This design comes from an exercise in tuning for small area and a short achievable clock period on the open sky130 flow, not from production work.
Function was not checked in any run shown here: the RTL went through the layout flow alone.
Power figures rest on the tool's default switching activity, not on a simulated workload.

==> flow/design.v (outline; a module is shown in full before it is edited, if it fits) <==
// module cpu_alu_shifter: 41 lines
// module cpu_alu: 870 lines
// module cpu_alu_benc: 11 lines
// module cpu_alu_bpp: 11 lines
// module cpu_alu_fa: 10 lines
// module cpu_alu_ha: 9 lines
// module cpu_alu_cpa: 258 lines
module cpu_alu #(
    parameter int WIDTH = pkg_cpu_alu::ALU_WIDTH
) (
    input  logic             clk,
    input  logic             rst,
    input  logic             in_valid,
    input  logic [WIDTH-1:0] a,
    input  logic [WIDTH-1:0] b,
    input  logic [3:0]       oper,
    input  logic [3:0]       flags_in,
    output logic             out_valid,
    output logic [WIDTH-1:0] result,
    output logic [3:0]       flags_out
);
  // ...
==> flow/run.sh <==
#!/bin/bash
# synth_recipe.tcl (not shown) runs the flow's synth.tcl, then flattens the netlist and writes it again
# the make line also repeats each setting of config.mk as NAME=value (left out here)
make -C /OpenROAD-flow-scripts/flow DESIGN_CONFIG=/design/flow/config.mk WORK_HOME=/design/flow/orfs CLKGATE_MAP_FILE= SYNTH_SCRIPT=/design/flow/synth_recipe.tcl finish
==> flow/config.mk <==
export PLATFORM = sky130hd
export DESIGN_NAME = cpu_alu
export DESIGN_NICKNAME = cpu_alu
export VERILOG_FILES = /design/flow/design.v
export SDC_FILE = /design/flow/constraint.sdc
export NUM_CORES = 4
export LEC_CHECK = 0
export CAP_MARGIN = 20
export CORE_MARGIN = 2
export CORE_UTILIZATION = 40
export SETUP_SLACK_MARGIN = 3
export SLEW_MARGIN = 20
export SYNTH_HIERARCHICAL = 1
==> flow/constraint.sdc <==
create_clock -name core_clock -period 11.0 [get_ports {clk}]
set_input_delay 2.2000 -clock core_clock [delete_from_list [all_inputs] [get_ports {clk}]]
set_output_delay 2.2000 -clock core_clock [all_outputs]
set_load 0.01 [all_outputs]
==> reports/metrics.yaml, run 1 <==
run_status:
  outcome: "complete, no violations"
worst_setup_path:
  critPathCapture: "r_flags[2]"
  crit_cells: 30
  cp_slowest_cell: "fa_1"
  cp_data_required_time_ns: 11.21
  crit_family: "adder cells"
timing:
  setup_ws_ns: 2.30
  holdWs_ns: 2.46
  finalSetupViolations: 0
clock_network:
  cts-resized-gates: 155
  numCtsBuffers: 5
final_layout:
  largest_reg_flops: 32
  finalNonFillerCells: 3107
  seq_share_pct: 2.91
  top_register: "r_result"
  reg_top3: "r_result (32), r_flags (3), r_valid (1)"
  n_all_buffers: 324
  areaGrowthSynthToFinish_pct: 18.6
detailed_routing:
  vias_per_cell: 6.41
placed_design:
  dp.cells: 2971
  gp_congestion: 0.952
power:
  p_seq_uw: 183
  power_density_mw_per_mm2: 85.8
synthesis:
  yosys-top-cells-count: "315 x xnor2_1, 216 x fa_1, 152 x inv_1"
  async_reset_ff_share_pct: 0
  synth_top_family_by_area: "adder cells"
grt:
  grt_start_max_net_pins: 68
==> module cpu_alu, before the edit <==
module cpu_alu #(
    parameter int WIDTH = pkg_cpu_alu::ALU_WIDTH
) (
    input  logic             clk,
    input  logic             rst,
    input  logic             in_valid,
    input  logic [WIDTH-1:0] a,
    input  logic [WIDTH-1:0] b,
    input  logic [3:0]       oper,
    input  logic [3:0]       flags_in,
    output logic             out_valid,
    output logic [WIDTH-1:0] result,
    output logic [3:0]       flags_out
);
    logic             w_mul;
    logic             w_arith;
    logic             w_rsb;
    logic             w_invb;
    logic [WIDTH-1:0] w_add_x;
    logic [WIDTH-1:0] w_add_y;
    logic             w_add_cin;
    logic [WIDTH-1:0] w_row0;
    logic [WIDTH-1:0] w_row1;
    logic [WIDTH-1:0] w_sum;
    logic             w_cout;
    logic             w_sum_zero;
    logic             w_add_v;
    logic [WIDTH-1:0] w_sh_result;
    logic             w_sh_c;
    logic [WIDTH-1:0] w_other;
    logic [WIDTH-1:0] w_result;
    logic [3:0]       w_flags;
    logic [15:0]      bone;
    logic [15:0]      btwo;
    logic [15:0]      bneg;
    logic             r_valid;
    logic [WIDTH-1:0] r_result;
    logic [3:0]       r_flags;
    assign w_mul   = (oper == OP_MUL);
    assign w_arith = (oper <= OP_RSB);
    assign w_rsb   = (oper == OP_RSB);
    assign w_invb  = (oper == OP_SUB) || (oper == OP_SBC);
    always_comb begin
        w_add_x   = '0;
        w_add_y   = '0;
        w_add_cin = 1'b0;
        if (w_arith) begin
            w_add_x   = w_rsb ? b : a;
            w_add_y   = w_rsb ? ~a : (w_invb ? ~b : b);
            w_add_cin = (oper == OP_SUB) || w_rsb || (oper[0] && flags_in[FLAG_C]);
        end
    end
    cpu_alu_benc u_benc0 (.i_mul(w_mul), .i_b({b[1], b[0], 1'b0}), .o_one(bone[0]), .o_two(btwo[0]), .o_neg(bneg[0]));
    cpu_alu_benc u_benc1 (.i_mul(w_mul), .i_b({b[3], b[2], b[1]}), .o_one(bone[1]), .o_two(btwo[1]), .o_neg(bneg[1]));
    cpu_alu_benc u_benc2 (.i_mul(w_mul), .i_b({b[5], b[4], b[3]}), .o_one(bone[2]), .o_two(btwo[2]), .o_neg(bneg[2]));
    cpu_alu_benc u_benc3 (.i_mul(w_mul), .i_b({b[7], b[6], b[5]}), .o_one(bone[3]), .o_two(btwo[3]), .o_neg(bneg[3]));
    cpu_alu_benc u_benc4 (.i_mul(w_mul), .i_b({b[9], b[8], b[7]}), .o_one(bone[4]), .o_two(btwo[4]), .o_neg(bneg[4]));
    cpu_alu_benc u_benc5 (.i_mul(w_mul), .i_b({b[11], b[10], b[9]}), .o_one(bone[5]), .o_two(btwo[5]), .o_neg(bneg[5]));
    cpu_alu_benc u_benc6 (.i_mul(w_mul), .i_b({b[13], b[12], b[11]}), .o_one(bone[6]), .o_two(btwo[6]), .o_neg(bneg[6]));
    cpu_alu_benc u_benc7 (.i_mul(w_mul), .i_b({b[15], b[14], b[13]}), .o_one(bone[7]), .o_two(btwo[7]), .o_neg(bneg[7]));
    cpu_alu_benc u_benc8 (.i_mul(w_mul), .i_b({b[17], b[16], b[15]}), .o_one(bone[8]), .o_two(btwo[8]), .o_neg(bneg[8]));
    cpu_alu_benc u_benc9 (.i_mul(w_mul), .i_b({b[19], b[18], b[17]}), .o_one(bone[9]), .o_two(btwo[9]), .o_neg(bneg[9]));
    cpu_alu_benc u_benc10 (.i_mul(w_mul), .i_b({b[21], b[20], b[19]}), .o_one(bone[10]), .o_two(btwo[10]), .o_neg(bneg[10]));
    cpu_alu_benc u_benc11 (.i_mul(w_mul), .i_b({b[23], b[22], b[21]}), .o_one(bone[11]), .o_two(btwo[11]), .o_neg(bneg[11]));
    cpu_alu_benc u_benc12 (.i_mul(w_mul), .i_b({b[25], b[24], b[23]}), .o_one(bone[12]), .o_two(btwo[12]), .o_neg(bneg[12]));
    cpu_alu_benc u_benc13 (.i_mul(w_mul), .i_b({b[27], b[26], b[25]}), .o_one(bone[13]), .o_two(btwo[13]), .o_neg(bneg[13]));
    cpu_alu_benc u_benc14 (.i_mul(w_mul), .i_b({b[29], b[28], b[27]}), .o_one(bone[14]), .o_two(btwo[14]), .o_neg(bneg[14]));
    cpu_alu_benc u_benc15 (.i_mul(w_mul), .i_b({b[31], b[30], b[29]}), .o_one(bone[15]), .o_two(btwo[15]), .o_neg(bneg[15]));
    logic [31:0] pp0;
    cpu_alu_bpp #(.N(32)) u_bpp0 (.i_a(a[31:0]), .i_one(bone[0]), .i_two(btwo[0]), .i_neg(bneg[0]), .o_pp(pp0));
    logic [29:0] pp1;
    cpu_alu_bpp #(.N(30)) u_bpp1 (.i_a(a[29:0]), .i_one(bone[1]), .i_two(btwo[1]), .i_neg(bneg[1]), .o_pp(pp1));
    logic [27:0] pp2;
    cpu_alu_bpp #(.N(28)) u_bpp2 (.i_a(a[27:0]), .i_one(bone[2]), .i_two(btwo[2]), .i_neg(bneg[2]), .o_pp(pp2));
    logic [25:0] pp3;
    cpu_alu_bpp #(.N(26)) u_bpp3 (.i_a(a[25:0]), .i_one(bone[3]), .i_two(btwo[3]), .i_neg(bneg[3]), .o_pp(pp3));
    logic [23:0] pp4;
    cpu_alu_bpp #(.N(24)) u_bpp4 (.i_a(a[23:0]), .i_one(bone[4]), .i_two(btwo[4]), .i_neg(bneg[4]), .o_pp(pp4));
    logic [21:0] pp5;
    cpu_alu_bpp #(.N(22)) u_bpp5 (.i_a(a[21:0]), .i_one(bone[5]), .i_two(btwo[5]), .i_neg(bneg[5]), .o_pp(pp5));
    logic [19:0] pp6;
    cpu_alu_bpp #(.N(20)) u_bpp6 (.i_a(a[19:0]), .i_one(bone[6]), .i_two(btwo[6]), .i_neg(bneg[6]), .o_pp(pp6));
    logic [17:0] pp7;
    cpu_alu_bpp #(.N(18)) u_bpp7 (.i_a(a[17:0]), .i_one(bone[7]), .i_two(btwo[7]), .i_neg(bneg[7]), .o_pp(pp7));
    logic [15:0] pp8;
    cpu_alu_bpp #(.N(16)) u_bpp8 (.i_a(a[15:0]), .i_one(bone[8]), .i_two(btwo[8]), .i_neg(bneg[8]), .o_pp(pp8));
    logic [13:0] pp9;
    cpu_alu_bpp #(.N(14)) u_bpp9 (.i_a(a[13:0]), .i_one(bone[9]), .i_two(btwo[9]), .i_neg(bneg[9]), .o_pp(pp9));
    logic [11:0] pp10;
    cpu_alu_bpp #(.N(12)) u_bpp10 (.i_a(a[11:0]), .i_one(bone[10]), .i_two(btwo[10]), .i_neg(bneg[10]), .o_pp(pp10));
    logic [9:0] pp11;
    cpu_alu_bpp #(.N(10)) u_bpp11 (.i_a(a[9:0]), .i_one(bone[11]), .i_two(btwo[11]), .i_neg(bneg[11]), .o_pp(pp11));
    logic [7:0] pp12;
    cpu_alu_bpp #(.N(8)) u_bpp12 (.i_a(a[7:0]), .i_one(bone[12]), .i_two(btwo[12]), .i_neg(bneg[12]), .o_pp(pp12));
    logic [5:0] pp13;
    cpu_alu_bpp #(.N(6)) u_bpp13 (.i_a(a[5:0]), .i_one(bone[13]), .i_two(btwo[13]), .i_neg(bneg[13]), .o_pp(pp13));
    logic [3:0] pp14;
    cpu_alu_bpp #(.N(4)) u_bpp14 (.i_a(a[3:0]), .i_one(bone[14]), .i_two(btwo[14]), .i_neg(bneg[14]), .o_pp(pp14));
    logic [1:0] pp15;
    cpu_alu_bpp #(.N(2)) u_bpp15 (.i_a(a[1:0]), .i_one(bone[15]), .i_two(btwo[15]), .i_neg(bneg[15]), .o_pp(pp15));
    logic hs0;
    logic hc0;
    logic hs1;
    logic hc1;
    logic fs0;
    logic fc0;
    logic hs2;
    logic hc2;
    logic fs1;
    logic fc1;
    logic hs3;
    logic hc3;
    logic fs2;
    logic fc2;
    logic fs3;
    logic fc3;
    logic hs4;
    logic hc4;
    logic fs4;
    logic fc4;
    logic fs5;
    logic fc5;
    logic hs5;
    logic hc5;
    logic fs6;
    logic fc6;
    logic fs7;
    logic fc7;
    logic fs8;
    logic fc8;
    logic hs6;
    logic hc6;
    logic fs9;
    logic fc9;
    logic fs10;
    logic fc10;
    logic fs11;
    logic fc11;
    logic hs7;
    logic hc7;
    logic hs8;
    logic hc8;
    logic hs9;
    logic hc9;
    logic fs12;
    logic fc12;
    logic hs10;
    logic hc10;
    logic fs13;
    logic fc13;
    logic hs11;
    logic hc11;
    logic fs14;
    logic fc14;
    logic fs15;
    logic fc15;
    logic hs12;
    logic hc12;
    logic fs16;
    logic fc16;
    logic fs17;
    logic fc17;
    logic hs13;
    logic hc13;
    logic fs18;
    logic fc18;
    logic fs19;
    logic fc19;
    logic fs20;
    logic fc20;
    logic hs14;
    logic hc14;
    logic fs21;
    logic fc21;
    logic fs22;
    logic fc22;
    logic fs23;
    logic fc23;
    logic hs15;
    logic hc15;
    logic fs24;
    logic fc24;
    logic fs25;
    logic fc25;
    logic fs26;
    logic fc26;
    logic fs27;
    logic fc27;
    logic fs28;
    logic fc28;
    logic fs29;
    logic fc29;
    logic fs30;
    logic fc30;
    logic fs31;
    logic fc31;
    logic fs32;
    logic fc32;
    logic fs33;
    logic fc33;
    logic fs34;
    logic fc34;
    logic fs35;
    logic fc35;
    logic fs36;
    logic fc36;
    logic fs37;
    logic fc37;
    logic fs38;
    logic fc38;
    logic fs39;
    logic fc39;
    logic fs40;
    logic fc40;
    logic fs41;
    logic fc41;
    logic fs42;
    logic fc42;
    logic fs43;
    logic fc43;
    logic fs44;
    logic fc44;
    logic fs45;
    logic fc45;
    logic fs46;
    logic fc46;
    logic fs47;
    logic fc47;
    logic fs48;
    logic fc48;
    logic fs49;
    logic fc49;
    logic fs50;
    logic fc50;
    logic fs51;
    logic fc51;
    logic fs52;
    logic fc52;
    logic fs53;
    logic fc53;
    logic fs54;
    logic fc54;
    logic fs55;
    logic fc55;
    logic hs16;
    logic hc16;
    logic hs17;
    logic hc17;
    logic fs56;
    logic fc56;
    logic hs18;
    logic hc18;
    logic fs57;
    logic fc57;
    logic hs19;
    logic hc19;
    logic fs58;
    logic fc58;
    logic fs59;
    logic fc59;
    logic hs20;
    logic hc20;
    logic fs60;
    logic fc60;
    logic fs61;
    logic fc61;
    logic hs21;
    logic hc21;
    logic fs62;
    logic fc62;
    logic fs63;
    logic fc63;
    logic fs64;
    logic fc64;
    logic fs65;
    logic fc65;
    logic fs66;
    logic fc66;
    logic fs67;
    logic fc67;
    logic fs68;
    logic fc68;
    logic fs69;
    logic fc69;
    logic fs70;
    logic fc70;
    logic fs71;
    logic fc71;
    logic fs72;
    logic fc72;
    logic fs73;
    logic fc73;
    logic fs74;
    logic fc74;
    logic fs75;
    logic fc75;
    logic fs76;
    logic fc76;
    logic fs77;
    logic fc77;
    logic fs78;
    logic fc78;
    logic fs79;
    logic fc79;
    logic fs80;
    logic fc80;
    logic fs81;
    logic fc81;
    logic fs82;
    logic fc82;
    logic fs83;
    logic fc83;
    logic fs84;
    logic fc84;
    logic fs85;
    logic fc85;
    logic fs86;
    logic fc86;
    logic fs87;
    logic fc87;
    logic fs88;
    logic fc88;
    logic fs89;
    logic fc89;
    logic fs90;
    logic fc90;
    logic fs91;
    logic fc91;
    logic fs92;
    logic fc92;
    logic fs93;
    logic fc93;
    logic fs94;
    logic fc94;
    logic fs95;
    logic fc95;
    logic fs96;
    logic fc96;
    logic fs97;
    logic fc97;
    logic fs98;
    logic fc98;
    logic fs99;
    logic fc99;
    logic fs100;
    logic fc100;
    logic fs101;
    logic fc101;
    logic fs102;
    logic fc102;
    logic fs103;
    logic fc103;
    logic fs104;
    logic fc104;
    logic fs105;
    logic fc105;
    logic fs106;
    logic fc106;
    logic fs107;
    logic fc107;
    logic fs108;
    logic fc108;
    logic fs109;
    logic fc109;
    logic hs22;
    logic hc22;
    logic hs23;
    logic hc23;
    logic fs110;
    logic fc110;
    logic hs24;
    logic hc24;
    logic fs111;
    logic fc111;
    logic hs25;
    logic hc25;
    logic fs112;
    logic fc112;
    logic fs113;
    logic fc113;
    logic fs114;
    logic fc114;
    logic fs115;
    logic fc115;
    logic fs116;
    logic fc116;
    logic fs117;
    logic fc117;
    logic fs118;
    logic fc118;
    logic fs119;
    logic fc119;
    logic fs120;
    logic fc120;
    logic fs121;
    logic fc121;
    logic fs122;
    logic fc122;
    logic fs123;
    logic fc123;
    logic fs124;
    logic fc124;
    logic fs125;
    logic fc125;
    logic fs126;
    logic fc126;
    logic fs127;
    logic fc127;
    logic fs128;
    logic fc128;
    logic fs129;
    logic fc129;
    logic fs130;
    logic fc130;
    logic fs131;
    logic fc131;
    logic fs132;
    logic fc132;
    logic fs133;
    logic fc133;
    logic fs134;
    logic fc134;
    logic fs135;
    logic fc135;
    logic fs136;
    logic fc136;
    logic fs137;
    logic fc137;
    logic fs138;
    logic fc138;
    logic fs139;
    logic fc139;
    logic fs140;
    logic fc140;
    logic fs141;
    logic fc141;
    logic fs142;
    logic fc142;
    logic fs143;
    logic fc143;
    logic fs144;
    logic fc144;
    logic fs145;
    logic fc145;
    logic fs146;
    logic fc146;
    logic fs147;
    logic fc147;
    logic fs148;
    logic fc148;
    logic fs149;
    logic fc149;
    logic fs150;
    logic fc150;
    logic fs151;
    logic fc151;
    logic fs152;
    logic fc152;
    logic fs153;
    logic fc153;
    logic fs154;
    logic fc154;
    logic fs155;
    logic fc155;
    logic hs26;
    logic hc26;
    logic hs27;
    logic hc27;
    logic fs156;
    logic fc156;
    logic fs157;
    logic fc157;
    logic fs158;
    logic fc158;
    logic fs159;
    logic fc159;
    logic fs160;
    logic fc160;
    logic fs161;
    logic fc161;
    logic fs162;
    logic fc162;
    logic fs163;
    logic fc163;
    logic fs164;
    logic fc164;
    logic fs165;
    logic fc165;
    logic fs166;
    logic fc166;
    logic fs167;
    logic fc167;
    logic fs168;
    logic fc168;
    logic fs169;
    logic fc169;
    logic fs170;
    logic fc170;
    logic fs171;
    logic fc171;
    logic fs172;
    logic fc172;
    logic fs173;
    logic fc173;
    logic fs174;
    logic fc174;
    logic fs175;
    logic fc175;
    logic fs176;
    logic fc176;
    logic fs177;
    logic fc177;
    logic fs178;
    logic fc178;
    logic fs179;
    logic fc179;
    logic fs180;
    logic fc180;
    logic fs181;
    logic fc181;
    logic hs28;
    logic hc28;
    logic hs29;
    logic hc29;
    logic fs182;
    logic fc182;
    logic fs183;
    logic fc183;
    logic fs184;
    logic fc184;
    logic fs185;
    logic fc185;
    logic fs186;
    logic fc186;
    logic fs187;
    logic fc187;
    logic fs188;
    logic fc188;
    logic fs189;
    logic fc189;
    logic fs190;
    logic fc190;
    logic fs191;
    logic fc191;
    logic fs192;
    logic fc192;
    logic fs193;
    logic fc193;
    logic fs194;
    logic fc194;
    logic fs195;
    logic fc195;
    logic fs196;
    logic fc196;
    logic fs197;
    logic fc197;
    logic fs198;
    logic fc198;
    logic fs199;
    logic fc199;
    logic fs200;
    logic fc200;
    logic fs201;
    logic fc201;
    logic fs202;
    logic fc202;
    logic fs203;
    logic fc203;
    logic fs204;
    logic fc204;
    logic fs205;
    logic fc205;
    logic fs206;
    logic fc206;
    logic fs207;
    logic fc207;
    logic fs208;
    logic fc208;
    logic fs209;
    logic fc209;
    cpu_alu_ha u_ha0 (.i_a(bneg[12]), .i_b(pp0[24]), .o_s(hs0), .o_c(hc0));
    cpu_alu_ha u_ha1 (.i_a(pp0[25]), .i_b(pp10[5]), .o_s(hs1), .o_c(hc1));
    cpu_alu_fa u_fa0 (.i_a(bneg[13]), .i_b(pp0[26]), .i_c(pp10[6]), .o_s(fs0), .o_c(fc0));
    cpu_alu_ha u_ha2 (.i_a(pp11[4]), .i_b(pp12[2]), .o_s(hs2), .o_c(hc2));
    cpu_alu_fa u_fa1 (.i_a(pp0[27]), .i_b(pp10[7]), .i_c(pp11[5]), .o_s(fs1), .o_c(fc1));
    cpu_alu_ha u_ha3 (.i_a(pp12[3]), .i_b(pp13[1]), .o_s(hs3), .o_c(hc3));
    cpu_alu_fa u_fa2 (.i_a(bneg[14]), .i_b(pp0[28]), .i_c(pp10[8]), .o_s(fs2), .o_c(fc2));
    cpu_alu_fa u_fa3 (.i_a(pp11[6]), .i_b(pp12[4]), .i_c(pp13[2]), .o_s(fs3), .o_c(fc3));
    cpu_alu_ha u_ha4 (.i_a(pp14[0]), .i_b(pp1[26]), .o_s(hs4), .o_c(hc4));
    cpu_alu_fa u_fa4 (.i_a(pp0[29]), .i_b(pp10[9]), .i_c(pp11[7]), .o_s(fs4), .o_c(fc4));
    cpu_alu_fa u_fa5 (.i_a(pp12[5]), .i_b(pp13[3]), .i_c(pp14[1]), .o_s(fs5), .o_c(fc5));
    cpu_alu_ha u_ha5 (.i_a(pp1[27]), .i_b(pp2[25]), .o_s(hs5), .o_c(hc5));
    cpu_alu_fa u_fa6 (.i_a(bneg[15]), .i_b(pp0[30]), .i_c(pp10[10]), .o_s(fs6), .o_c(fc6));
    cpu_alu_fa u_fa7 (.i_a(pp11[8]), .i_b(pp12[6]), .i_c(pp13[4]), .o_s(fs7), .o_c(fc7));
    cpu_alu_fa u_fa8 (.i_a(pp14[2]), .i_b(pp15[0]), .i_c(pp1[28]), .o_s(fs8), .o_c(fc8));
    cpu_alu_ha u_ha6 (.i_a(pp2[26]), .i_b(pp3[24]), .o_s(hs6), .o_c(hc6));
    cpu_alu_fa u_fa9 (.i_a(pp0[31]), .i_b(pp10[11]), .i_c(pp11[9]), .o_s(fs9), .o_c(fc9));
    cpu_alu_fa u_fa10 (.i_a(pp12[7]), .i_b(pp13[5]), .i_c(pp14[3]), .o_s(fs10), .o_c(fc10));
    cpu_alu_fa u_fa11 (.i_a(pp15[1]), .i_b(pp1[29]), .i_c(pp2[27]), .o_s(fs11), .o_c(fc11));
    cpu_alu_ha u_ha7 (.i_a(pp3[25]), .i_b(pp4[23]), .o_s(hs7), .o_c(hc7));
    cpu_alu_ha u_ha8 (.i_a(bneg[8]), .i_b(pp0[16]), .o_s(hs8), .o_c(hc8));
    cpu_alu_ha u_ha9 (.i_a(pp0[17]), .i_b(pp1[15]), .o_s(hs9), .o_c(hc9));
    cpu_alu_fa u_fa12 (.i_a(bneg[9]), .i_b(pp0[18]), .i_c(pp1[16]), .o_s(fs12), .o_c(fc12));
    cpu_alu_ha u_ha10 (.i_a(pp2[14]), .i_b(pp3[12]), .o_s(hs10), .o_c(hc10));
    cpu_alu_fa u_fa13 (.i_a(pp0[19]), .i_b(pp1[17]), .i_c(pp2[15]), .o_s(fs13), .o_c(fc13));
    cpu_alu_ha u_ha11 (.i_a(pp3[13]), .i_b(pp4[11]), .o_s(hs11), .o_c(hc11));
    cpu_alu_fa u_fa14 (.i_a(bneg[10]), .i_b(pp0[20]), .i_c(pp10[0]), .o_s(fs14), .o_c(fc14));
    cpu_alu_fa u_fa15 (.i_a(pp1[18]), .i_b(pp2[16]), .i_c(pp3[14]), .o_s(fs15), .o_c(fc15));
    cpu_alu_ha u_ha12 (.i_a(pp4[12]), .i_b(pp5[10]), .o_s(hs12), .o_c(hc12));
    cpu_alu_fa u_fa16 (.i_a(pp0[21]), .i_b(pp10[1]), .i_c(pp1[19]), .o_s(fs16), .o_c(fc16));
    cpu_alu_fa u_fa17 (.i_a(pp2[17]), .i_b(pp3[15]), .i_c(pp4[13]), .o_s(fs17), .o_c(fc17));
    cpu_alu_ha u_ha13 (.i_a(pp5[11]), .i_b(pp6[9]), .o_s(hs13), .o_c(hc13));
    cpu_alu_fa u_fa18 (.i_a(bneg[11]), .i_b(pp0[22]), .i_c(pp10[2]), .o_s(fs18), .o_c(fc18));
    cpu_alu_fa u_fa19 (.i_a(pp11[0]), .i_b(pp1[20]), .i_c(pp2[18]), .o_s(fs19), .o_c(fc19));
    cpu_alu_fa u_fa20 (.i_a(pp3[16]), .i_b(pp4[14]), .i_c(pp5[12]), .o_s(fs20), .o_c(fc20));
    cpu_alu_ha u_ha14 (.i_a(pp6[10]), .i_b(pp7[8]), .o_s(hs14), .o_c(hc14));
    cpu_alu_fa u_fa21 (.i_a(pp0[23]), .i_b(pp10[3]), .i_c(pp11[1]), .o_s(fs21), .o_c(fc21));
    cpu_alu_fa u_fa22 (.i_a(pp1[21]), .i_b(pp2[19]), .i_c(pp3[17]), .o_s(fs22), .o_c(fc22));
    cpu_alu_fa u_fa23 (.i_a(pp4[15]), .i_b(pp5[13]), .i_c(pp6[11]), .o_s(fs23), .o_c(fc23));
    cpu_alu_ha u_ha15 (.i_a(pp7[9]), .i_b(pp8[7]), .o_s(hs15), .o_c(hc15));
    cpu_alu_fa u_fa24 (.i_a(pp10[4]), .i_b(pp11[2]), .i_c(pp12[0]), .o_s(fs24), .o_c(fc24));
    cpu_alu_fa u_fa25 (.i_a(pp1[22]), .i_b(pp2[20]), .i_c(pp3[18]), .o_s(fs25), .o_c(fc25));
    cpu_alu_fa u_fa26 (.i_a(pp4[16]), .i_b(pp5[14]), .i_c(pp6[12]), .o_s(fs26), .o_c(fc26));
    cpu_alu_fa u_fa27 (.i_a(pp7[10]), .i_b(pp8[8]), .i_c(pp9[6]), .o_s(fs27), .o_c(fc27));
    cpu_alu_fa u_fa28 (.i_a(pp11[3]), .i_b(pp12[1]), .i_c(pp1[23]), .o_s(fs28), .o_c(fc28));
    cpu_alu_fa u_fa29 (.i_a(pp2[21]), .i_b(pp3[19]), .i_c(pp4[17]), .o_s(fs29), .o_c(fc29));
    cpu_alu_fa u_fa30 (.i_a(pp5[15]), .i_b(pp6[13]), .i_c(pp7[11]), .o_s(fs30), .o_c(fc30));
    cpu_alu_fa u_fa31 (.i_a(pp8[9]), .i_b(pp9[7]), .i_c(hc0), .o_s(fs31), .o_c(fc31));
    cpu_alu_fa u_fa32 (.i_a(pp13[0]), .i_b(pp1[24]), .i_c(pp2[22]), .o_s(fs32), .o_c(fc32));
    cpu_alu_fa u_fa33 (.i_a(pp3[20]), .i_b(pp4[18]), .i_c(pp5[16]), .o_s(fs33), .o_c(fc33));
    cpu_alu_fa u_fa34 (.i_a(pp6[14]), .i_b(pp7[12]), .i_c(pp8[10]), .o_s(fs34), .o_c(fc34));
    cpu_alu_fa u_fa35 (.i_a(pp9[8]), .i_b(hc1), .i_c(hs2), .o_s(fs35), .o_c(fc35));
    cpu_alu_fa u_fa36 (.i_a(pp1[25]), .i_b(pp2[23]), .i_c(pp3[21]), .o_s(fs36), .o_c(fc36));
    cpu_alu_fa u_fa37 (.i_a(pp4[19]), .i_b(pp5[17]), .i_c(pp6[15]), .o_s(fs37), .o_c(fc37));
    cpu_alu_fa u_fa38 (.i_a(pp7[13]), .i_b(pp8[11]), .i_c(pp9[9]), .o_s(fs38), .o_c(fc38));
    cpu_alu_fa u_fa39 (.i_a(hc2), .i_b(hs3), .i_c(fc0), .o_s(fs39), .o_c(fc39));
    cpu_alu_fa u_fa40 (.i_a(pp2[24]), .i_b(pp3[22]), .i_c(pp4[20]), .o_s(fs40), .o_c(fc40));
    cpu_alu_fa u_fa41 (.i_a(pp5[18]), .i_b(pp6[16]), .i_c(pp7[14]), .o_s(fs41), .o_c(fc41));
    cpu_alu_fa u_fa42 (.i_a(pp8[12]), .i_b(pp9[10]), .i_c(hc3), .o_s(fs42), .o_c(fc42));
    cpu_alu_fa u_fa43 (.i_a(hs4), .i_b(fc1), .i_c(fs2), .o_s(fs43), .o_c(fc43));
    cpu_alu_fa u_fa44 (.i_a(pp3[23]), .i_b(pp4[21]), .i_c(pp5[19]), .o_s(fs44), .o_c(fc44));
    cpu_alu_fa u_fa45 (.i_a(pp6[17]), .i_b(pp7[15]), .i_c(pp8[13]), .o_s(fs45), .o_c(fc45));
    cpu_alu_fa u_fa46 (.i_a(pp9[11]), .i_b(hc4), .i_c(hs5), .o_s(fs46), .o_c(fc46));
    cpu_alu_fa u_fa47 (.i_a(fc2), .i_b(fc3), .i_c(fs4), .o_s(fs47), .o_c(fc47));
    cpu_alu_fa u_fa48 (.i_a(pp4[22]), .i_b(pp5[20]), .i_c(pp6[18]), .o_s(fs48), .o_c(fc48));
    cpu_alu_fa u_fa49 (.i_a(pp7[16]), .i_b(pp8[14]), .i_c(pp9[12]), .o_s(fs49), .o_c(fc49));
    cpu_alu_fa u_fa50 (.i_a(hc5), .i_b(hs6), .i_c(fc4), .o_s(fs50), .o_c(fc50));
    cpu_alu_fa u_fa51 (.i_a(fc5), .i_b(fs6), .i_c(fs7), .o_s(fs51), .o_c(fc51));
    cpu_alu_fa u_fa52 (.i_a(pp5[21]), .i_b(pp6[19]), .i_c(pp7[17]), .o_s(fs52), .o_c(fc52));
    cpu_alu_fa u_fa53 (.i_a(pp8[15]), .i_b(pp9[13]), .i_c(hc6), .o_s(fs53), .o_c(fc53));
    cpu_alu_fa u_fa54 (.i_a(hs7), .i_b(fc6), .i_c(fc7), .o_s(fs54), .o_c(fc54));
    cpu_alu_fa u_fa55 (.i_a(fc8), .i_b(fs10), .i_c(fs11), .o_s(fs55), .o_c(fc55));
    cpu_alu_ha u_ha16 (.i_a(bneg[5]), .i_b(pp0[10]), .o_s(hs16), .o_c(hc16));
    cpu_alu_ha u_ha17 (.i_a(pp0[11]), .i_b(pp1[9]), .o_s(hs17), .o_c(hc17));
    cpu_alu_fa u_fa56 (.i_a(bneg[6]), .i_b(pp0[12]), .i_c(pp1[10]), .o_s(fs56), .o_c(fc56));
    cpu_alu_ha u_ha18 (.i_a(pp2[8]), .i_b(pp3[6]), .o_s(hs18), .o_c(hc18));
    cpu_alu_fa u_fa57 (.i_a(pp0[13]), .i_b(pp1[11]), .i_c(pp2[9]), .o_s(fs57), .o_c(fc57));
    cpu_alu_ha u_ha19 (.i_a(pp3[7]), .i_b(pp4[5]), .o_s(hs19), .o_c(hc19));
    cpu_alu_fa u_fa58 (.i_a(bneg[7]), .i_b(pp0[14]), .i_c(pp1[12]), .o_s(fs58), .o_c(fc58));
    cpu_alu_fa u_fa59 (.i_a(pp2[10]), .i_b(pp3[8]), .i_c(pp4[6]), .o_s(fs59), .o_c(fc59));
    cpu_alu_ha u_ha20 (.i_a(pp5[4]), .i_b(pp6[2]), .o_s(hs20), .o_c(hc20));
    cpu_alu_fa u_fa60 (.i_a(pp0[15]), .i_b(pp1[13]), .i_c(pp2[11]), .o_s(fs60), .o_c(fc60));
    cpu_alu_fa u_fa61 (.i_a(pp3[9]), .i_b(pp4[7]), .i_c(pp5[5]), .o_s(fs61), .o_c(fc61));
    cpu_alu_ha u_ha21 (.i_a(pp6[3]), .i_b(pp7[1]), .o_s(hs21), .o_c(hc21));
    cpu_alu_fa u_fa62 (.i_a(pp1[14]), .i_b(pp2[12]), .i_c(pp3[10]), .o_s(fs62), .o_c(fc62));
    cpu_alu_fa u_fa63 (.i_a(pp4[8]), .i_b(pp5[6]), .i_c(pp6[4]), .o_s(fs63), .o_c(fc63));
    cpu_alu_fa u_fa64 (.i_a(pp7[2]), .i_b(pp8[0]), .i_c(hs8), .o_s(fs64), .o_c(fc64));
    cpu_alu_fa u_fa65 (.i_a(pp2[13]), .i_b(pp3[11]), .i_c(pp4[9]), .o_s(fs65), .o_c(fc65));
    cpu_alu_fa u_fa66 (.i_a(pp5[7]), .i_b(pp6[5]), .i_c(pp7[3]), .o_s(fs66), .o_c(fc66));
    cpu_alu_fa u_fa67 (.i_a(pp8[1]), .i_b(hc8), .i_c(hs9), .o_s(fs67), .o_c(fc67));
    cpu_alu_fa u_fa68 (.i_a(pp4[10]), .i_b(pp5[8]), .i_c(pp6[6]), .o_s(fs68), .o_c(fc68));
    cpu_alu_fa u_fa69 (.i_a(pp7[4]), .i_b(pp8[2]), .i_c(pp9[0]), .o_s(fs69), .o_c(fc69));
    cpu_alu_fa u_fa70 (.i_a(hc9), .i_b(hs10), .i_c(fs12), .o_s(fs70), .o_c(fc70));
    cpu_alu_fa u_fa71 (.i_a(pp5[9]), .i_b(pp6[7]), .i_c(pp7[5]), .o_s(fs71), .o_c(fc71));
    cpu_alu_fa u_fa72 (.i_a(pp8[3]), .i_b(pp9[1]), .i_c(hc10), .o_s(fs72), .o_c(fc72));
    cpu_alu_fa u_fa73 (.i_a(hs11), .i_b(fc12), .i_c(fs13), .o_s(fs73), .o_c(fc73));
    cpu_alu_fa u_fa74 (.i_a(pp6[8]), .i_b(pp7[6]), .i_c(pp8[4]), .o_s(fs74), .o_c(fc74));
    cpu_alu_fa u_fa75 (.i_a(pp9[2]), .i_b(hc11), .i_c(hs12), .o_s(fs75), .o_c(fc75));
    cpu_alu_fa u_fa76 (.i_a(fc13), .i_b(fs14), .i_c(fs15), .o_s(fs76), .o_c(fc76));
    cpu_alu_fa u_fa77 (.i_a(pp7[7]), .i_b(pp8[5]), .i_c(pp9[3]), .o_s(fs77), .o_c(fc77));
    cpu_alu_fa u_fa78 (.i_a(hc12), .i_b(hs13), .i_c(fc14), .o_s(fs78), .o_c(fc78));
    cpu_alu_fa u_fa79 (.i_a(fc15), .i_b(fs16), .i_c(fs17), .o_s(fs79), .o_c(fc79));
    cpu_alu_fa u_fa80 (.i_a(pp8[6]), .i_b(pp9[4]), .i_c(hc13), .o_s(fs80), .o_c(fc80));
    cpu_alu_fa u_fa81 (.i_a(hs14), .i_b(fc16), .i_c(fc17), .o_s(fs81), .o_c(fc81));
    cpu_alu_fa u_fa82 (.i_a(fs18), .i_b(fs19), .i_c(fs20), .o_s(fs82), .o_c(fc82));
    cpu_alu_fa u_fa83 (.i_a(pp9[5]), .i_b(hc14), .i_c(hs15), .o_s(fs83), .o_c(fc83));
    cpu_alu_fa u_fa84 (.i_a(fc18), .i_b(fc19), .i_c(fc20), .o_s(fs84), .o_c(fc84));
    cpu_alu_fa u_fa85 (.i_a(fs21), .i_b(fs22), .i_c(fs23), .o_s(fs85), .o_c(fc85));
    cpu_alu_fa u_fa86 (.i_a(hc15), .i_b(hs0), .i_c(fc21), .o_s(fs86), .o_c(fc86));
    cpu_alu_fa u_fa87 (.i_a(fc22), .i_b(fc23), .i_c(fs24), .o_s(fs87), .o_c(fc87));
    cpu_alu_fa u_fa88 (.i_a(fs25), .i_b(fs26), .i_c(fs27), .o_s(fs88), .o_c(fc88));
    cpu_alu_fa u_fa89 (.i_a(hs1), .i_b(fc24), .i_c(fc25), .o_s(fs89), .o_c(fc89));
    cpu_alu_fa u_fa90 (.i_a(fc26), .i_b(fc27), .i_c(fs28), .o_s(fs90), .o_c(fc90));
    cpu_alu_fa u_fa91 (.i_a(fs29), .i_b(fs30), .i_c(fs31), .o_s(fs91), .o_c(fc91));
    cpu_alu_fa u_fa92 (.i_a(fc28), .i_b(fc29), .i_c(fc30), .o_s(fs92), .o_c(fc92));
    cpu_alu_fa u_fa93 (.i_a(fs0), .i_b(fs32), .i_c(fs33), .o_s(fs93), .o_c(fc93));
    cpu_alu_fa u_fa94 (.i_a(fs34), .i_b(fc31), .i_c(fs35), .o_s(fs94), .o_c(fc94));
    cpu_alu_fa u_fa95 (.i_a(fc32), .i_b(fc33), .i_c(fc34), .o_s(fs95), .o_c(fc95));
    cpu_alu_fa u_fa96 (.i_a(fs1), .i_b(fs36), .i_c(fs37), .o_s(fs96), .o_c(fc96));
    cpu_alu_fa u_fa97 (.i_a(fs38), .i_b(fc35), .i_c(fs39), .o_s(fs97), .o_c(fc97));
    cpu_alu_fa u_fa98 (.i_a(fc36), .i_b(fc37), .i_c(fc38), .o_s(fs98), .o_c(fc98));
    cpu_alu_fa u_fa99 (.i_a(fs3), .i_b(fs40), .i_c(fs41), .o_s(fs99), .o_c(fc99));
    cpu_alu_fa u_fa100 (.i_a(fs42), .i_b(fc39), .i_c(fs43), .o_s(fs100), .o_c(fc100));
    cpu_alu_fa u_fa101 (.i_a(fc40), .i_b(fc41), .i_c(fs44), .o_s(fs101), .o_c(fc101));
    cpu_alu_fa u_fa102 (.i_a(fs45), .i_b(fs5), .i_c(fc42), .o_s(fs102), .o_c(fc102));
    cpu_alu_fa u_fa103 (.i_a(fs46), .i_b(fc43), .i_c(fs47), .o_s(fs103), .o_c(fc103));
    cpu_alu_fa u_fa104 (.i_a(fc44), .i_b(fc45), .i_c(fs48), .o_s(fs104), .o_c(fc104));
    cpu_alu_fa u_fa105 (.i_a(fs49), .i_b(fs8), .i_c(fc46), .o_s(fs105), .o_c(fc105));
    cpu_alu_fa u_fa106 (.i_a(fc47), .i_b(fs50), .i_c(fs51), .o_s(fs106), .o_c(fc106));
    cpu_alu_fa u_fa107 (.i_a(fc48), .i_b(fc49), .i_c(fs52), .o_s(fs107), .o_c(fc107));
    cpu_alu_fa u_fa108 (.i_a(fs9), .i_b(fs53), .i_c(fc50), .o_s(fs108), .o_c(fc108));
    cpu_alu_fa u_fa109 (.i_a(fc51), .i_b(fs54), .i_c(fs55), .o_s(fs109), .o_c(fc109));
    cpu_alu_ha u_ha22 (.i_a(bneg[3]), .i_b(pp0[6]), .o_s(hs22), .o_c(hc22));
    cpu_alu_ha u_ha23 (.i_a(pp0[7]), .i_b(pp1[5]), .o_s(hs23), .o_c(hc23));
    cpu_alu_fa u_fa110 (.i_a(bneg[4]), .i_b(pp0[8]), .i_c(pp1[6]), .o_s(fs110), .o_c(fc110));
    cpu_alu_ha u_ha24 (.i_a(pp2[4]), .i_b(pp3[2]), .o_s(hs24), .o_c(hc24));
    cpu_alu_fa u_fa111 (.i_a(pp0[9]), .i_b(pp1[7]), .i_c(pp2[5]), .o_s(fs111), .o_c(fc111));
    cpu_alu_ha u_ha25 (.i_a(pp3[3]), .i_b(pp4[1]), .o_s(hs25), .o_c(hc25));
    cpu_alu_fa u_fa112 (.i_a(pp1[8]), .i_b(pp2[6]), .i_c(pp3[4]), .o_s(fs112), .o_c(fc112));
    cpu_alu_fa u_fa113 (.i_a(pp4[2]), .i_b(pp5[0]), .i_c(hs16), .o_s(fs113), .o_c(fc113));
    cpu_alu_fa u_fa114 (.i_a(pp2[7]), .i_b(pp3[5]), .i_c(pp4[3]), .o_s(fs114), .o_c(fc114));
    cpu_alu_fa u_fa115 (.i_a(pp5[1]), .i_b(hc16), .i_c(hs17), .o_s(fs115), .o_c(fc115));
    cpu_alu_fa u_fa116 (.i_a(pp4[4]), .i_b(pp5[2]), .i_c(pp6[0]), .o_s(fs116), .o_c(fc116));
    cpu_alu_fa u_fa117 (.i_a(hc17), .i_b(hs18), .i_c(fs56), .o_s(fs117), .o_c(fc117));
    cpu_alu_fa u_fa118 (.i_a(pp5[3]), .i_b(pp6[1]), .i_c(hc18), .o_s(fs118), .o_c(fc118));
    cpu_alu_fa u_fa119 (.i_a(hs19), .i_b(fc56), .i_c(fs57), .o_s(fs119), .o_c(fc119));
    cpu_alu_fa u_fa120 (.i_a(pp7[0]), .i_b(hc19), .i_c(hs20), .o_s(fs120), .o_c(fc120));
    cpu_alu_fa u_fa121 (.i_a(fc57), .i_b(fs58), .i_c(fs59), .o_s(fs121), .o_c(fc121));
    cpu_alu_fa u_fa122 (.i_a(hc20), .i_b(hs21), .i_c(fc58), .o_s(fs122), .o_c(fc122));
    cpu_alu_fa u_fa123 (.i_a(fc59), .i_b(fs60), .i_c(fs61), .o_s(fs123), .o_c(fc123));
    cpu_alu_fa u_fa124 (.i_a(hc21), .i_b(fc60), .i_c(fc61), .o_s(fs124), .o_c(fc124));
    cpu_alu_fa u_fa125 (.i_a(fs62), .i_b(fs63), .i_c(fs64), .o_s(fs125), .o_c(fc125));
    cpu_alu_fa u_fa126 (.i_a(fc62), .i_b(fc63), .i_c(fs65), .o_s(fs126), .o_c(fc126));
    cpu_alu_fa u_fa127 (.i_a(fs66), .i_b(fc64), .i_c(fs67), .o_s(fs127), .o_c(fc127));
    cpu_alu_fa u_fa128 (.i_a(fc65), .i_b(fc66), .i_c(fs68), .o_s(fs128), .o_c(fc128));
    cpu_alu_fa u_fa129 (.i_a(fs69), .i_b(fc67), .i_c(fs70), .o_s(fs129), .o_c(fc129));
    cpu_alu_fa u_fa130 (.i_a(fc68), .i_b(fc69), .i_c(fs71), .o_s(fs130), .o_c(fc130));
    cpu_alu_fa u_fa131 (.i_a(fs72), .i_b(fc70), .i_c(fs73), .o_s(fs131), .o_c(fc131));
    cpu_alu_fa u_fa132 (.i_a(fc71), .i_b(fs74), .i_c(fc72), .o_s(fs132), .o_c(fc132));
    cpu_alu_fa u_fa133 (.i_a(fs75), .i_b(fc73), .i_c(fs76), .o_s(fs133), .o_c(fc133));
    cpu_alu_fa u_fa134 (.i_a(fc74), .i_b(fs77), .i_c(fc75), .o_s(fs134), .o_c(fc134));
    cpu_alu_fa u_fa135 (.i_a(fc76), .i_b(fs78), .i_c(fs79), .o_s(fs135), .o_c(fc135));
    cpu_alu_fa u_fa136 (.i_a(fc77), .i_b(fs80), .i_c(fc78), .o_s(fs136), .o_c(fc136));
    cpu_alu_fa u_fa137 (.i_a(fc79), .i_b(fs81), .i_c(fs82), .o_s(fs137), .o_c(fc137));
    cpu_alu_fa u_fa138 (.i_a(fc80), .i_b(fs83), .i_c(fc81), .o_s(fs138), .o_c(fc138));
    cpu_alu_fa u_fa139 (.i_a(fc82), .i_b(fs84), .i_c(fs85), .o_s(fs139), .o_c(fc139));
    cpu_alu_fa u_fa140 (.i_a(fc83), .i_b(fc84), .i_c(fc85), .o_s(fs140), .o_c(fc140));
    cpu_alu_fa u_fa141 (.i_a(fs86), .i_b(fs87), .i_c(fs88), .o_s(fs141), .o_c(fc141));
    cpu_alu_fa u_fa142 (.i_a(fc86), .i_b(fc87), .i_c(fc88), .o_s(fs142), .o_c(fc142));
    cpu_alu_fa u_fa143 (.i_a(fs89), .i_b(fs90), .i_c(fs91), .o_s(fs143), .o_c(fc143));
    cpu_alu_fa u_fa144 (.i_a(fc89), .i_b(fc90), .i_c(fs92), .o_s(fs144), .o_c(fc144));
    cpu_alu_fa u_fa145 (.i_a(fs93), .i_b(fc91), .i_c(fs94), .o_s(fs145), .o_c(fc145));
    cpu_alu_fa u_fa146 (.i_a(fc92), .i_b(fc93), .i_c(fs95), .o_s(fs146), .o_c(fc146));
    cpu_alu_fa u_fa147 (.i_a(fs96), .i_b(fc94), .i_c(fs97), .o_s(fs147), .o_c(fc147));
    cpu_alu_fa u_fa148 (.i_a(fc95), .i_b(fc96), .i_c(fs98), .o_s(fs148), .o_c(fc148));
    cpu_alu_fa u_fa149 (.i_a(fs99), .i_b(fc97), .i_c(fs100), .o_s(fs149), .o_c(fc149));
    cpu_alu_fa u_fa150 (.i_a(fc98), .i_b(fc99), .i_c(fs101), .o_s(fs150), .o_c(fc150));
    cpu_alu_fa u_fa151 (.i_a(fs102), .i_b(fc100), .i_c(fs103), .o_s(fs151), .o_c(fc151));
    cpu_alu_fa u_fa152 (.i_a(fc101), .i_b(fs104), .i_c(fc102), .o_s(fs152), .o_c(fc152));
    cpu_alu_fa u_fa153 (.i_a(fs105), .i_b(fc103), .i_c(fs106), .o_s(fs153), .o_c(fc153));
    cpu_alu_fa u_fa154 (.i_a(fc104), .i_b(fs107), .i_c(fc105), .o_s(fs154), .o_c(fc154));
    cpu_alu_fa u_fa155 (.i_a(fs108), .i_b(fc106), .i_c(fs109), .o_s(fs155), .o_c(fc155));
    cpu_alu_ha u_ha26 (.i_a(bneg[2]), .i_b(pp0[4]), .o_s(hs26), .o_c(hc26));
    cpu_alu_ha u_ha27 (.i_a(pp0[5]), .i_b(pp1[3]), .o_s(hs27), .o_c(hc27));
    cpu_alu_fa u_fa156 (.i_a(pp1[4]), .i_b(pp2[2]), .i_c(pp3[0]), .o_s(fs156), .o_c(fc156));
    cpu_alu_fa u_fa157 (.i_a(pp2[3]), .i_b(pp3[1]), .i_c(hc22), .o_s(fs157), .o_c(fc157));
    cpu_alu_fa u_fa158 (.i_a(pp4[0]), .i_b(hc23), .i_c(hs24), .o_s(fs158), .o_c(fc158));
    cpu_alu_fa u_fa159 (.i_a(hc24), .i_b(hs25), .i_c(fc110), .o_s(fs159), .o_c(fc159));
    cpu_alu_fa u_fa160 (.i_a(hc25), .i_b(fc111), .i_c(fs112), .o_s(fs160), .o_c(fc160));
    cpu_alu_fa u_fa161 (.i_a(fc112), .i_b(fs114), .i_c(fc113), .o_s(fs161), .o_c(fc161));
    cpu_alu_fa u_fa162 (.i_a(fc114), .i_b(fs116), .i_c(fc115), .o_s(fs162), .o_c(fc162));
    cpu_alu_fa u_fa163 (.i_a(fc116), .i_b(fs118), .i_c(fc117), .o_s(fs163), .o_c(fc163));
    cpu_alu_fa u_fa164 (.i_a(fc118), .i_b(fs120), .i_c(fc119), .o_s(fs164), .o_c(fc164));
    cpu_alu_fa u_fa165 (.i_a(fc120), .i_b(fc121), .i_c(fs122), .o_s(fs165), .o_c(fc165));
    cpu_alu_fa u_fa166 (.i_a(fc122), .i_b(fc123), .i_c(fs124), .o_s(fs166), .o_c(fc166));
    cpu_alu_fa u_fa167 (.i_a(fc124), .i_b(fs126), .i_c(fc125), .o_s(fs167), .o_c(fc167));
    cpu_alu_fa u_fa168 (.i_a(fc126), .i_b(fs128), .i_c(fc127), .o_s(fs168), .o_c(fc168));
    cpu_alu_fa u_fa169 (.i_a(fc128), .i_b(fs130), .i_c(fc129), .o_s(fs169), .o_c(fc169));
    cpu_alu_fa u_fa170 (.i_a(fc130), .i_b(fs132), .i_c(fc131), .o_s(fs170), .o_c(fc170));
    cpu_alu_fa u_fa171 (.i_a(fc132), .i_b(fs134), .i_c(fc133), .o_s(fs171), .o_c(fc171));
    cpu_alu_fa u_fa172 (.i_a(fc134), .i_b(fs136), .i_c(fc135), .o_s(fs172), .o_c(fc172));
    cpu_alu_fa u_fa173 (.i_a(fc136), .i_b(fs138), .i_c(fc137), .o_s(fs173), .o_c(fc173));
    cpu_alu_fa u_fa174 (.i_a(fc138), .i_b(fc139), .i_c(fs140), .o_s(fs174), .o_c(fc174));
    cpu_alu_fa u_fa175 (.i_a(fc140), .i_b(fc141), .i_c(fs142), .o_s(fs175), .o_c(fc175));
    cpu_alu_fa u_fa176 (.i_a(fc142), .i_b(fs144), .i_c(fc143), .o_s(fs176), .o_c(fc176));
    cpu_alu_fa u_fa177 (.i_a(fc144), .i_b(fs146), .i_c(fc145), .o_s(fs177), .o_c(fc177));
    cpu_alu_fa u_fa178 (.i_a(fc146), .i_b(fs148), .i_c(fc147), .o_s(fs178), .o_c(fc178));
    cpu_alu_fa u_fa179 (.i_a(fc148), .i_b(fs150), .i_c(fc149), .o_s(fs179), .o_c(fc179));
    cpu_alu_fa u_fa180 (.i_a(fc150), .i_b(fs152), .i_c(fc151), .o_s(fs180), .o_c(fc180));
    cpu_alu_fa u_fa181 (.i_a(fc152), .i_b(fs154), .i_c(fc153), .o_s(fs181), .o_c(fc181));
    cpu_alu_ha u_ha28 (.i_a(bneg[1]), .i_b(pp0[2]), .o_s(hs28), .o_c(hc28));
    cpu_alu_ha u_ha29 (.i_a(pp0[3]), .i_b(pp1[1]), .o_s(hs29), .o_c(hc29));
    cpu_alu_fa u_fa182 (.i_a(pp1[2]), .i_b(pp2[0]), .i_c(hs26), .o_s(fs182), .o_c(fc182));
    cpu_alu_fa u_fa183 (.i_a(pp2[1]), .i_b(hc26), .i_c(hs27), .o_s(fs183), .o_c(fc183));
    cpu_alu_fa u_fa184 (.i_a(hc27), .i_b(hs22), .i_c(fs156), .o_s(fs184), .o_c(fc184));
    cpu_alu_fa u_fa185 (.i_a(hs23), .i_b(fc156), .i_c(fs157), .o_s(fs185), .o_c(fc185));
    cpu_alu_fa u_fa186 (.i_a(fs110), .i_b(fc157), .i_c(fs158), .o_s(fs186), .o_c(fc186));
    cpu_alu_fa u_fa187 (.i_a(fs111), .i_b(fc158), .i_c(fs159), .o_s(fs187), .o_c(fc187));
    cpu_alu_fa u_fa188 (.i_a(fs113), .i_b(fc159), .i_c(fs160), .o_s(fs188), .o_c(fc188));
    cpu_alu_fa u_fa189 (.i_a(fs115), .i_b(fc160), .i_c(fs161), .o_s(fs189), .o_c(fc189));
    cpu_alu_fa u_fa190 (.i_a(fs117), .i_b(fc161), .i_c(fs162), .o_s(fs190), .o_c(fc190));
    cpu_alu_fa u_fa191 (.i_a(fs119), .i_b(fc162), .i_c(fs163), .o_s(fs191), .o_c(fc191));
    cpu_alu_fa u_fa192 (.i_a(fs121), .i_b(fc163), .i_c(fs164), .o_s(fs192), .o_c(fc192));
    cpu_alu_fa u_fa193 (.i_a(fs123), .i_b(fc164), .i_c(fs165), .o_s(fs193), .o_c(fc193));
    cpu_alu_fa u_fa194 (.i_a(fs125), .i_b(fc165), .i_c(fs166), .o_s(fs194), .o_c(fc194));
    cpu_alu_fa u_fa195 (.i_a(fs127), .i_b(fc166), .i_c(fs167), .o_s(fs195), .o_c(fc195));
    cpu_alu_fa u_fa196 (.i_a(fs129), .i_b(fc167), .i_c(fs168), .o_s(fs196), .o_c(fc196));
    cpu_alu_fa u_fa197 (.i_a(fs131), .i_b(fc168), .i_c(fs169), .o_s(fs197), .o_c(fc197));
    cpu_alu_fa u_fa198 (.i_a(fs133), .i_b(fc169), .i_c(fs170), .o_s(fs198), .o_c(fc198));
    cpu_alu_fa u_fa199 (.i_a(fs135), .i_b(fc170), .i_c(fs171), .o_s(fs199), .o_c(fc199));
    cpu_alu_fa u_fa200 (.i_a(fs137), .i_b(fc171), .i_c(fs172), .o_s(fs200), .o_c(fc200));
    cpu_alu_fa u_fa201 (.i_a(fs139), .i_b(fc172), .i_c(fs173), .o_s(fs201), .o_c(fc201));
    cpu_alu_fa u_fa202 (.i_a(fs141), .i_b(fc173), .i_c(fs174), .o_s(fs202), .o_c(fc202));
    cpu_alu_fa u_fa203 (.i_a(fs143), .i_b(fc174), .i_c(fs175), .o_s(fs203), .o_c(fc203));
    cpu_alu_fa u_fa204 (.i_a(fs145), .i_b(fc175), .i_c(fs176), .o_s(fs204), .o_c(fc204));
    cpu_alu_fa u_fa205 (.i_a(fs147), .i_b(fc176), .i_c(fs177), .o_s(fs205), .o_c(fc205));
    cpu_alu_fa u_fa206 (.i_a(fs149), .i_b(fc177), .i_c(fs178), .o_s(fs206), .o_c(fc206));
    cpu_alu_fa u_fa207 (.i_a(fs151), .i_b(fc178), .i_c(fs179), .o_s(fs207), .o_c(fc207));
    cpu_alu_fa u_fa208 (.i_a(fs153), .i_b(fc179), .i_c(fs180), .o_s(fs208), .o_c(fc208));
    cpu_alu_fa u_fa209 (.i_a(fs155), .i_b(fc180), .i_c(fs181), .o_s(fs209), .o_c(fc209));
    assign w_row0 = {fc208, fc207, fc206, fc205, fc204, fc203, fc202, fc201, fc200, fc199, fc198, fc197, fc196, fc195, fc194, fc193, fc192, fc191, fc190, fc189, fc188, fc187, fc186, fc185, fc184, fc183, fc182, hc29, hc28, pp1[0], pp0[1], bneg[0]};
    assign w_row1 = {fs209, fs208, fs207, fs206, fs205, fs204, fs203, fs202, fs201, fs200, fs199, fs198, fs197, fs196, fs195, fs194, fs193, fs192, fs191, fs190, fs189, fs188, fs187, fs186, fs185, fs184, fs183, fs182, hs29, hs28, 1'b0, pp0[0]};
    cpu_alu_cpa u_cpa (
        .i_x    (w_row0 | w_add_x),
        .i_y    (w_row1 | w_add_y),
        .i_cin  (w_add_cin),
        .o_sum  (w_sum),
        .o_cout (w_cout),
        .o_zero (w_sum_zero)
    );
    assign w_add_v = (w_add_x[WIDTH-1] == w_add_y[WIDTH-1]) && (w_sum[WIDTH-1] != w_add_x[WIDTH-1]);
    cpu_alu_shifter u_shifter (
        .i_a      (a),
        .i_b      (b),
        .i_op     (oper),
        .i_c      (flags_in[FLAG_C]),
        .o_result (w_sh_result),
        .o_c      (w_sh_c)
    );
    always_comb begin
        case (oper)
            OP_AND:  w_other = a & b;
            OP_ORR:  w_other = a | b;
            OP_XOR:  w_other = a ^ b;
            OP_BIC:  w_other = a & ~b;
            OP_CPY:  w_other = b;
            default: w_other = w_sh_result;
        endcase
    end
    assign w_result = (w_arith || w_mul) ? w_sum : w_other;
    always_comb begin
        w_flags = flags_in;
        if (w_arith) begin
            w_flags[FLAG_C] = w_cout;
            w_flags[FLAG_V] = w_add_v;
        end else if (oper >= OP_LSL && oper <= OP_ROR) begin
            w_flags[FLAG_C] = w_sh_c;
        end
        w_flags[FLAG_Z] = (w_arith || w_mul) ? w_sum_zero : (w_other == '0);
        w_flags[FLAG_N] = w_result[WIDTH-1];
    end
    always_ff @(posedge clk) begin
        r_valid  <= in_valid && !rst;
        r_result <= w_result;
        r_flags  <= w_flags;
    end
    assign out_valid = r_valid;
    assign result    = r_result;
    assign flags_out = r_flags;
endmodule
==> module cpu_alu_benc, before the edit <==
module cpu_alu_benc (
    input  logic       i_mul,
    input  logic [2:0] i_b,
    output logic       o_one,
    output logic       o_two,
    output logic       o_neg
);
    assign o_one = i_mul & (i_b[1] ^ i_b[0]);
    assign o_two = i_mul & ((i_b[2] & ~i_b[1] & ~i_b[0]) | (~i_b[2] & i_b[1] & i_b[0]));
    assign o_neg = i_mul & i_b[2];
endmodule
==> inputs of run 2 (changes only) <==
--- a/flow/design.v
+++ b/flow/design.v
@@ -120,18 +120,18 @@
     end
-    cpu_alu_benc u_benc0 (.i_mul(w_mul), .i_b({b[1], b[0], 1'b0}), .o_one(bone[0]), .o_two(btwo[0]), .o_neg(bneg[0]));
-    cpu_alu_benc u_benc1 (.i_mul(w_mul), .i_b({b[3], b[2], b[1]}), .o_one(bone[1]), .o_two(btwo[1]), .o_neg(bneg[1]));
-    cpu_alu_benc u_benc2 (.i_mul(w_mul), .i_b({b[5], b[4], b[3]}), .o_one(bone[2]), .o_two(btwo[2]), .o_neg(bneg[2]));
-    cpu_alu_benc u_benc3 (.i_mul(w_mul), .i_b({b[7], b[6], b[5]}), .o_one(bone[3]), .o_two(btwo[3]), .o_neg(bneg[3]));
-    cpu_alu_benc u_benc4 (.i_mul(w_mul), .i_b({b[9], b[8], b[7]}), .o_one(bone[4]), .o_two(btwo[4]), .o_neg(bneg[4]));
-    cpu_alu_benc u_benc5 (.i_mul(w_mul), .i_b({b[11], b[10], b[9]}), .o_one(bone[5]), .o_two(btwo[5]), .o_neg(bneg[5]));
-    cpu_alu_benc u_benc6 (.i_mul(w_mul), .i_b({b[13], b[12], b[11]}), .o_one(bone[6]), .o_two(btwo[6]), .o_neg(bneg[6]));
-    cpu_alu_benc u_benc7 (.i_mul(w_mul), .i_b({b[15], b[14], b[13]}), .o_one(bone[7]), .o_two(btwo[7]), .o_neg(bneg[7]));
-    cpu_alu_benc u_benc8 (.i_mul(w_mul), .i_b({b[17], b[16], b[15]}), .o_one(bone[8]), .o_two(btwo[8]), .o_neg(bneg[8]));
-    cpu_alu_benc u_benc9 (.i_mul(w_mul), .i_b({b[19], b[18], b[17]}), .o_one(bone[9]), .o_two(btwo[9]), .o_neg(bneg[9]));
-    cpu_alu_benc u_benc10 (.i_mul(w_mul), .i_b({b[21], b[20], b[19]}), .o_one(bone[10]), .o_two(btwo[10]), .o_neg(bneg[10]));
-    cpu_alu_benc u_benc11 (.i_mul(w_mul), .i_b({b[23], b[22], b[21]}), .o_one(bone[11]), .o_two(btwo[11]), .o_neg(bneg[11]));
-    cpu_alu_benc u_benc12 (.i_mul(w_mul), .i_b({b[25], b[24], b[23]}), .o_one(bone[12]), .o_two(btwo[12]), .o_neg(bneg[12]));
-    cpu_alu_benc u_benc13 (.i_mul(w_mul), .i_b({b[27], b[26], b[25]}), .o_one(bone[13]), .o_two(btwo[13]), .o_neg(bneg[13]));
-    cpu_alu_benc u_benc14 (.i_mul(w_mul), .i_b({b[29], b[28], b[27]}), .o_one(bone[14]), .o_two(btwo[14]), .o_neg(bneg[14]));
-    cpu_alu_benc u_benc15 (.i_mul(w_mul), .i_b({b[31], b[30], b[29]}), .o_one(bone[15]), .o_two(btwo[15]), .o_neg(bneg[15]));
+    cpu_alu_benc u_benc0 (.i_b({b[1], b[0], 1'b0}), .o_one(bone[0]), .o_two(btwo[0]), .o_neg(bneg[0]));
+    cpu_alu_benc u_benc1 (.i_b({b[3], b[2], b[1]}), .o_one(bone[1]), .o_two(btwo[1]), .o_neg(bneg[1]));
+    cpu_alu_benc u_benc2 (.i_b({b[5], b[4], b[3]}), .o_one(bone[2]), .o_two(btwo[2]), .o_neg(bneg[2]));
+    cpu_alu_benc u_benc3 (.i_b({b[7], b[6], b[5]}), .o_one(bone[3]), .o_two(btwo[3]), .o_neg(bneg[3]));
+    cpu_alu_benc u_benc4 (.i_b({b[9], b[8], b[7]}), .o_one(bone[4]), .o_two(btwo[4]), .o_neg(bneg[4]));
+    cpu_alu_benc u_benc5 (.i_b({b[11], b[10], b[9]}), .o_one(bone[5]), .o_two(btwo[5]), .o_neg(bneg[5]));
+    cpu_alu_benc u_benc6 (.i_b({b[13], b[12], b[11]}), .o_one(bone[6]), .o_two(btwo[6]), .o_neg(bneg[6]));
+    cpu_alu_benc u_benc7 (.i_b({b[15], b[14], b[13]}), .o_one(bone[7]), .o_two(btwo[7]), .o_neg(bneg[7]));
+    cpu_alu_benc u_benc8 (.i_b({b[17], b[16], b[15]}), .o_one(bone[8]), .o_two(btwo[8]), .o_neg(bneg[8]));
+    cpu_alu_benc u_benc9 (.i_b({b[19], b[18], b[17]}), .o_one(bone[9]), .o_two(btwo[9]), .o_neg(bneg[9]));
+    cpu_alu_benc u_benc10 (.i_b({b[21], b[20], b[19]}), .o_one(bone[10]), .o_two(btwo[10]), .o_neg(bneg[10]));
+    cpu_alu_benc u_benc11 (.i_b({b[23], b[22], b[21]}), .o_one(bone[11]), .o_two(btwo[11]), .o_neg(bneg[11]));
+    cpu_alu_benc u_benc12 (.i_b({b[25], b[24], b[23]}), .o_one(bone[12]), .o_two(btwo[12]), .o_neg(bneg[12]));
+    cpu_alu_benc u_benc13 (.i_b({b[27], b[26], b[25]}), .o_one(bone[13]), .o_two(btwo[13]), .o_neg(bneg[13]));
+    cpu_alu_benc u_benc14 (.i_b({b[29], b[28], b[27]}), .o_one(bone[14]), .o_two(btwo[14]), .o_neg(bneg[14]));
+    cpu_alu_benc u_benc15 (.i_b({b[31], b[30], b[29]}), .o_one(bone[15]), .o_two(btwo[15]), .o_neg(bneg[15]));
     logic [31:0] pp0;
@@ -891,4 +891,4 @@
     cpu_alu_cpa u_cpa (
-        .i_x    (w_row0 | w_add_x),
-        .i_y    (w_row1 | w_add_y),
+        .i_x    ((w_row0 & {WIDTH{w_mul}}) | w_add_x),
+        .i_y    ((w_row1 & {WIDTH{w_mul}}) | w_add_y),
         .i_cin  (w_add_cin),
@@ -939,3 +939,2 @@
 module cpu_alu_benc (
-    input  logic       i_mul,
     input  logic [2:0] i_b,
@@ -945,5 +944,5 @@
 );
-    assign o_one = i_mul & (i_b[1] ^ i_b[0]);
-    assign o_two = i_mul & ((i_b[2] & ~i_b[1] & ~i_b[0]) | (~i_b[2] & i_b[1] & i_b[0]));
-    assign o_neg = i_mul & i_b[2];
+    assign o_one = i_b[1] ^ i_b[0];
+    assign o_two = (i_b[2] & ~i_b[1] & ~i_b[0]) | (~i_b[2] & i_b[1] & i_b[0]);
+    assign o_neg = i_b[2];
 endmodule
==> reports/metrics.yaml, run 2 <==
placed_design:
  dp.cells: 2975  # was 2971
  gp_congestion: 0.981  # was 0.952
final_layout:
  areaGrowthSynthToFinish_pct: 16.8  # was 18.6%
  final_area_mm2: 0.0248  # about the same
  top_register: "r_result"  # unchanged
  nets: 2827  # was 2844
  reg_top3: "r_result (32), r_flags (3), r_valid (1)"  # unchanged
  finalNonFillerCells: 3098  # was 3107
  largest_reg_flops: 32  # unchanged
clock_network:
  htreeDepth: 2  # unchanged
  numCtsBuffers: 5  # unchanged
power:
  swShare_pct: 52.1  # was 51.7%
  static-leakage-power_uw: 0.00972  # was 0.0100 uW
  power_switching_uw: 2400  # was 1100 uW
  finalPower_uw: 4620  # was 2130 uW
  p_int_uw: 2210  # was 1030 uW
  power_density_mw_per_mm2: 186  # was 85.8 mW/mm2
detailed_routing:
  vias_per_cell: 6.37  # was 6.41
  first_pass_iters: 9  # was 6
  avgRoutedWirePerCell_um: 26.7  # was 27.7 um
  drtIter0Drc: 2300  # was 2479
  postRouteAntennaNets: 0  # unchanged
  dr_total_vias: 19736  # was 19914
floorplan:
  die_w_um: 235  # was 233 um
  die_h_um: 235  # was 233 um
synthesis:
  yosys.area.top_type_share_pct: 20.3  # was 20.7%
  async_reset_ff_share_pct: 0  # unchanged
  synth.most_common_cell: "xnor2_1"  # unchanged
  synth_top_cell_by_area: "fa_1"  # unchanged
  synth_ff_type: "dfxtp_1"  # unchanged
  syn_avg_cell_area_um2: 9.26  # was 9.22 um2
  yosys-top-cells-count: "315 x xnor2_1, 216 x fa_1, 176 x inv_1"  # was 315 x xnor2_1, 216 x fa_1, 152 x inv_1
  syn-cell-area_mm2: 0.0213  # was 0.0209 mm2
  yosysSeqAreaShare_pct: 3.39  # was 3.45%
grt:
  grt_pass1_vias: 19660  # was 19370
  grt_start_max_net_pins: 65  # was 68
  antenna_found_initial: 1  # was 0
  track_usage_pct: 29.7  # was 31.2%
worst_setup_path:
  cp_data_required_time_ns: 11.24  # was 11.21 ns
  path_class: "input port to flop"  # unchanged
  start_kind: "input port"  # unchanged
timing:
  fin_crit_sh_pct: 73.2  # was 79.1%
  finalHoldViolations: 0  # unchanged
  setup_ws_ns: 2.95  # was 2.30 ns
  finalSetupTns_ns: 0  # unchanged
  fin_crit_ns: 8.06  # was 8.70 ns
  finalSetupViolations: 0  # unchanged
run:
  cap_viol_max_count: 0  # unchanged
run_status:
  outcome: "complete, no violations"  # unchanged
-- run 2: cell count changes after synthesis, sizes merged, moves of 17 or more --
| cell | before | now |
|---|---|---|
| a222oi | 0 | 31 |
| inv | 154 | 178 |
| o31ai | 21 | 3 |
| nor2 | 49 | 79 |
| a22oi | 266 | 298 |
| a21oi | 150 | 83 |
| and2 | 21 | 4 |
-- run 2: per-stage QoR --
stage	utilization, %	hold slack [ns]
after floorplan	-	2.27
final	47.3	2.43
after global routing	47.3	2.46
after detailed placement	42.9	2.75
after global placement	42.8	2.74
after CTS	46.4	2.44
-- run 2: Yosys stat by module (local to each module, per instance), a selection --
module	cells	copies in the design
cpu_alu_ha	1	30
cpu_alu_cpa	295	1
cpu_alu_shifter	368	1
cpu_alu	686	1
cpu_alu_benc	5	16
cpu_alu_fa	1	210
-- run 2: area by class of cell --
type	count	share of cell area [%]
multi-input combinational	1885	77.6
timing repair buffer	303	12.7
tap	688	3.47
sequential	36	2.90
inverter	178	2.69
clock buffer	7	0.574
clock inverter	1	0.0302
-- run 2: critical path: stages --
cell      delay (ns)
buf_16          0.14
buf_12          0.14
nand2_1         0.10
o22ai_4         0.09
buf_12          0.15
buf_4           0.13
a22oi_2         0.22
xnor2_2         0.13
fa_1            0.57
fa_1            0.46
fa_2            0.36
fa_1            0.52
fa_2            0.46
a22oi_2         0.17
o21ai_1         0.11
inv_1           0.12
ha_4            0.23
a21oi_1         0.14
o21bai_1        0.12
a221oi_4        0.29
o21ai_2         0.10
o31a_2          0.36
mux2i_1         0.17
o211ai_1        0.23
nor4_1          0.31
a21oi_1         0.07
o211ai_1        0.09
o21a_1          0.14
-- run 2: timing repair --
action                     CTS  global route
setup endpoints to repair   18            10
cloned                       9             1
hold buffers                 0             0
hold endpoints to repair     0             0
gates resized for setup    277            70
setup buffers               85            19
pin swaps                   47            46
-- run 2: layer usage --
layer / vias to the layer above / GRT usage, % / share of wire [%]
li1: 8429 / - / -
met2: 1167 / 47.8 / 46
met5: - / 0 / 0
met4: 0 / 13.9 / 5.4
met1: 9918 / 39.4 / 40
met3: 222 / 3.77 / 9.3
-- run 2: path summary, 6_finish.rpt --
kind,startpoint,end,slack [ns],cells after the start
worst max-delay path,b[1],r_flags[2],2.95,28
worst min-delay path,rst,r_valid,2.43,2
-- run 2: cells by family (layout without fill, tap and decap cells) --
| family | Yosys count | count (layout) | synth area share, % |
|---|---|---|---|
| simple gates | 311 | 311 | 7.06 |
| mux | 181 | 181 | 10.9 |
| compound gates | 672 | 672 | 25.8 |
| fa+ha+maj | 343 | 343 | 27.8 |
| xor+xnor | 375 | 375 | 15.6 |
| buf+inv | 377 | 489 | 9.52 |
| flops | 36 | 36 | 3.39 |
| other cells | 1 | 3 | 0.0176 |
-- run 2: power groups by stage --
stage	combinational, uW	clock, uW	sequential [uW]
2_1_floorplan	2470	0	202
3_3_place_gp	3790	0	182
3_5_place_dp	3870	0	184
4_1_cts	4040	158	181
5_1_grt	4610	164	183
6_report	4280	155	180

Check on run 2: ideal ports give 2.945 ns setup slack; a clkbuf_16 on the clock port and buf_2 on the inputs give 2.839 ns; moving port delays by the midpoint clock arrival (0.345 ns) as well gives 2.494 ns.
